What follows belongs to an exercise in optimizing a design on an open flow for small area, a short achievable clock period and few clock cycles; a production flow would make more cautious choices. RTL that was checked went through simulation tests only; none was proved equivalent to the original. Power figures rest on the tool's default switching activity, not on a simulated workload.

==> module dzr_parser, before the edit <==
module dzr_parser (
   input  logic        clock,
   input  logic        reset,
   input  logic        req_valid,
   output logic        req_ready,
   input  logic [7:0]  req_data_byte,
   output logic        rsp_valid,
   input  logic        rsp_ready,
   output logic [15:0] rsp_depth_value,
   output logic [31:0] rsp_repeat_count,
   output logic        rsp_frame_last,
   output logic        rsp_overrun_error
);
   logic        rdy, rdy_n;
   dzr_pkg::phase_type ph, ph_n;
   logic [1:0]  idx, idx_n;
   logic        mul, mul_n;
   logic        ec1, ec1_n;
   logic        ec2, ec2_n;
   logic [31:0] cnt, cnt_n;
   logic [31:0] rem, rem_n;
   logic [31:0] cnt_out, cnt_out_n;
   logic        sat, sat_n;
   logic        wovf, wovf_n;
   logic [7:0]  lo, lo_n;
   logic [15:0] dep, dep_n;
   logic        last_ff, last_n;
   logic        ovf_ff, ovf_n;
   logic        vld_ff, vld_n;
   logic        take;
   logic        last_byte, last_byte_n, writes_out_n;
   logic        mul_step, mul_busy_n;
   logic        rem_zero, rem_le1;
   logic [31:0] field;
   logic [31:0] x;
   logic        cin;
   logic [31:0] sum;
   logic        cout;
   assign take      = req_valid && rdy;
   assign field     = {req_data_byte, cnt[31:8]};
   assign last_byte = (ph == dzr_pkg::PH_LIT) ? idx[0] : (idx == 2'd3);
   assign mul_step  = mul && (cnt_out != 32'h0);
   assign rem_le1   = (rem[31:1] == 31'h0);
   assign rem_zero  = rem_le1 && !rem[0];
   always_comb begin
      if (mul) x = cnt_out[0] ? cnt : 32'h0;
      else if (ec1) x = ~cnt;
      else if (ec2) x = cnt_out;
      else x = 32'hFFFF_FFFF;
      cin = ec1;
   end
   logic [31:0] g [0:5];
   logic [31:0] p [0:5];
   always_comb begin
      g[0] = rem & x;
      p[0] = rem ^ x;
      g[0][0] = g[0][0] | (p[0][0] & cin);
      for (int l = 0; l < 5; l++) begin
         for (int i = 0; i < 32; i++) begin
            if (((i >> l) & 1) == 1) begin
               g[l + 1][i] = g[l][i] | (p[l][i] & g[l][((i >> l) << l) - 1]);
               p[l + 1][i] = p[l][i] & p[l][((i >> l) << l) - 1];
            end else begin
               g[l + 1][i] = g[l][i];
               p[l + 1][i] = p[l][i];
            end
         end
      end
      sum  = p[0] ^ {g[5][30:0], cin};
      cout = g[5][31];
   end
   logic [31:0] cnt_dec;
   logic [31:0] zb [0:5];
   always_comb begin
      zb[0] = {~cnt[30:0], 1'b1};
      for (int l = 0; l < 5; l++) begin
         for (int i = 0; i < 32; i++) begin
            if (i >= (1 << l)) zb[l + 1][i] = zb[l][i] & zb[l][i - (1 << l)];
            else zb[l + 1][i] = zb[l][i];
         end
      end
      cnt_dec = cnt ^ zb[5];
   end
   always_comb begin
      ph_n      = ph;
      idx_n     = idx;
      mul_n     = mul;
      ec1_n     = ec1;
      ec2_n     = ec2;
      cnt_n     = cnt;
      rem_n     = rem;
      cnt_out_n = cnt_out;
      sat_n     = sat;
      wovf_n    = wovf;
      lo_n      = lo;
      dep_n     = dep;
      last_n    = last_ff;
      ovf_n     = ovf_ff;
      vld_n     = vld_ff && !rsp_ready;
      if (ec1 && !vld_ff) begin
         ec1_n     = 1'b0;
         ec2_n     = (cnt != 32'h0);
         rem_n     = sum;
         ovf_n     = !cout;
         cnt_out_n = cnt;
         dep_n     = 16'h0;
      end
      if (ec2) begin
         ec2_n  = 1'b0;
         vld_n  = 1'b1;
         last_n = ovf_ff || rem_zero;
         if (ovf_ff) begin
            cnt_out_n = sum;
            rem_n     = 32'h0;
         end
      end
      if (mul_step) begin
         rem_n     = sum;
         sat_n     = sat || (cnt_out[0] && (cout || wovf));
         wovf_n    = wovf || cnt[31];
         cnt_n     = {cnt[30:0], 1'b0};
         cnt_out_n = {1'b0, cnt_out[31:1]};
      end else if (mul) begin
         mul_n = 1'b0;
         if (sat) rem_n = 32'hFFFF_FFFF;
      end
      if (ph == dzr_pkg::PH_HEIGHT) begin
         rem_n  = 32'h0;
         sat_n  = 1'b0;
         wovf_n = 1'b0;
      end
      if (take) begin
         idx_n = last_byte ? 2'd0 : idx + 2'd1;
         case (ph)
            dzr_pkg::PH_HEIGHT: begin
               cnt_out_n = {req_data_byte, cnt_out[31:8]};
               if (last_byte) begin
                  ph_n  = dzr_pkg::PH_EMPTY;
                  mul_n = 1'b1;
               end
            end
            dzr_pkg::PH_LIT: begin
               if (!idx[0]) begin
                  lo_n = req_data_byte;
               end else begin
                  vld_n     = 1'b1;
                  dep_n     = {req_data_byte, lo};
                  cnt_out_n = 32'd1;
                  last_n    = (rem == 32'd1);
                  ovf_n     = rem_zero;
                  rem_n     = rem_zero ? rem : sum;
                  cnt_n     = cnt_dec;
                  if (cnt == 32'd1) ph_n = rem_le1 ? dzr_pkg::PH_WIDTH : dzr_pkg::PH_EMPTY;
               end
            end
            default: begin
               cnt_n = field;
               if (last_byte) begin
                  if (ph == dzr_pkg::PH_WIDTH) ph_n = dzr_pkg::PH_HEIGHT;
                  if (ph == dzr_pkg::PH_EMPTY) begin
                     ph_n  = dzr_pkg::PH_FULL;
                     ec1_n = 1'b1;
                  end
                  if (ph == dzr_pkg::PH_FULL) begin
                     if (field != 32'h0) ph_n = dzr_pkg::PH_LIT;
                     else ph_n = rem_zero ? dzr_pkg::PH_WIDTH : dzr_pkg::PH_EMPTY;
                  end
               end
            end
         endcase
      end
      if (mul && !mul_step && rem_zero && !sat) ph_n = dzr_pkg::PH_WIDTH;
      mul_busy_n   = mul_step ? (cnt_out[31:1] != 31'h0) : mul_n;
      last_byte_n  = (ph_n == dzr_pkg::PH_LIT) ? idx_n[0] : (idx_n == 2'd3);
      writes_out_n = (ph_n == dzr_pkg::PH_HEIGHT) || ec1_n ||
                     (ph_n == dzr_pkg::PH_LIT && last_byte_n);
      rdy_n        = !mul_busy_n && !(writes_out_n && vld_n);
   end
   always_ff @(posedge clock) begin
      if (reset) begin
         ph     <= dzr_pkg::PH_WIDTH;
         idx    <= 2'd0;
         mul    <= 1'b0;
         ec1    <= 1'b0;
         ec2    <= 1'b0;
         vld_ff <= 1'b0;
         rdy    <= 1'b1;
      end else begin
         ph     <= ph_n;
         idx    <= idx_n;
         mul    <= mul_n;
         ec1    <= ec1_n;
         ec2    <= ec2_n;
         vld_ff <= vld_n;
         rdy    <= rdy_n;
      end
   end
   always_ff @(posedge clock) begin
      cnt     <= cnt_n;
      rem     <= rem_n;
      cnt_out <= cnt_out_n;
      sat     <= sat_n;
      wovf    <= wovf_n;
      lo      <= lo_n;
      dep     <= dep_n;
      last_ff <= last_n;
      ovf_ff  <= ovf_n;
   end
   assign req_ready         = rdy;
   assign rsp_valid         = vld_ff;
   assign rsp_depth_value   = dep;
   assign rsp_repeat_count  = cnt_out;
   assign rsp_frame_last    = last_ff;
   assign rsp_overrun_error = ovf_ff;
endmodule
==> flow/config.mk <==
export PLATFORM = sky130hd
export DESIGN_NAME = depth_zero_run_decoder
export DESIGN_NICKNAME = depth_zero_run_decoder
export VERILOG_FILES = /design/flow/design.v
export SDC_FILE = /design/flow/constraint.sdc
export NUM_CORES = 4
export LEC_CHECK = 0
export CAP_MARGIN = 20
export CORE_MARGIN = 2
export CORE_UTILIZATION = 40
export SLEW_MARGIN = 20
==> flow/constraint.sdc <==
create_clock -name core_clock -period 11.0 [get_ports {clock}]
set_input_delay 2.2000 -clock core_clock [delete_from_list [all_inputs] [get_ports {clock}]]
set_output_delay 2.2000 -clock core_clock [all_outputs]
set_load 0.01 [all_outputs]
standard.sh (not shown) runs the stock make flow with config.mk's settings and CLKGATE_MAP_FILE= SYNTH_SCRIPT=/design/flow/synth_recipe.tcl, a recipe that flattens the netlist after the stock synthesis.
==> flow/flow/run.sh <==
#!/bin/bash
# Standard ORFS layout (standard synthesis unchanged). repair_timing aims for
# extra setup slack so the achieved period shrinks; ports get plain buf_1
# buffers; the clock tree uses smaller buffers. Constraints and clock are
# unchanged.
set -euo pipefail
bash standard.sh SETUP_SLACK_MARGIN=7.5 TNS_END_PERCENT=100 SKIP_GATE_CLONING=1 \
   "BUFFER_PORTS_ARGS=-buffer_cell sky130_fd_sc_hd__buf_1" \
   "CTS_BUF_LIST=sky130_fd_sc_hd__clkbuf_4 sky130_fd_sc_hd__clkbuf_8" finish > orfs_flow.log 2>&1
The baseline went through all stages and came out clean.
Next try:
--- a/flow/design.v
+++ b/flow/design.v
@@ -75,22 +75,10 @@
          end
       end
       sum  = p[0] ^ {g[5][30:0], cin};
       cout = g[5][31];
    end
-   logic [31:0] cnt_dec;
-   logic [31:0] zb [0:5];
-   always_comb begin
-      zb[0] = {~cnt[30:0], 1'b1};
-      for (int l = 0; l < 5; l++) begin
-         for (int i = 0; i < 32; i++) begin
-            if (i >= (1 << l)) zb[l + 1][i] = zb[l][i] & zb[l][i - (1 << l)];
-            else zb[l + 1][i] = zb[l][i];
-         end
-      end
-      cnt_dec = cnt ^ zb[5];
-   end
    always_comb begin
       ph_n      = ph;
       idx_n     = idx;
       mul_n     = mul;
       ec1_n     = ec1;
@@ -155,11 +143,11 @@
                   dep_n     = {req_data_byte, lo};
                   cnt_out_n = 32'd1;
                   last_n    = (rem == 32'd1);
                   ovf_n     = rem_zero;
                   rem_n     = rem_zero ? rem : sum;
-                  cnt_n     = cnt_dec;
+                  cnt_n     = cnt - 32'd1;
                   if (cnt == 32'd1) ph_n = rem_le1 ? dzr_pkg::PH_WIDTH : dzr_pkg::PH_EMPTY;
                end
             end
             default: begin
                cnt_n = field;
Result: The new run passed the timing, design-rule and antenna checks. Setup slack improves by 240 ps. Sequential power is about the same. Clock-buffer cell count stays the same. Synthesized area came out lower by 1.4%. Sequential share of layout area increases by 0.57 points. Maximum frequency grows by about 7%. Non-clock buffer count is higher by 3. Cell count came out lower by about 2.3%. Flip-flop and latch count is unchanged. Cell area drops by about 1.8%. Total power came out lower by 2.5%.
Testbench counts after the change, summed over its fixed seeds: cycles 67,436.
Function not checked in the first run of this note: the RTL went through the layout flow alone.

==> re-timing with driven ports <==
The results above use ideal ports. As a check the final layouts listed here were re-extracted and re-timed, cells and wires unchanged.
Step 1 (the two cells are an assumption about what drives the block):
set clk [get_ports {clock}]
set_driving_cell -lib_cell sky130_fd_sc_hd__clkbuf_16 $clk
set_driving_cell -lib_cell sky130_fd_sc_hd__buf_2 [delete_from_list [all_inputs] $clk]
Step 2 also shifts input and output timing later by t, the mid clock arrival at the registers, as if the neighbouring blocks saw the same clock.
Three values: ideal, step 1, step 2; two values: the first two.
run | t (ns) | slack for setup (ns) | clock arrival spread, ns
the first run | 0.501 | 7.266 / 7.266 / 6.990 | 0.019 / 0.020
the second run | 0.522 | 7.511 / 7.491 / 7.071 | 0.018 / 0.017
After both steps setup and hold are still met in every run listed. For the second run, which loses most, drivers alone change the setup slack by -0.020 ns; drivers and shift together by -0.440 ns.
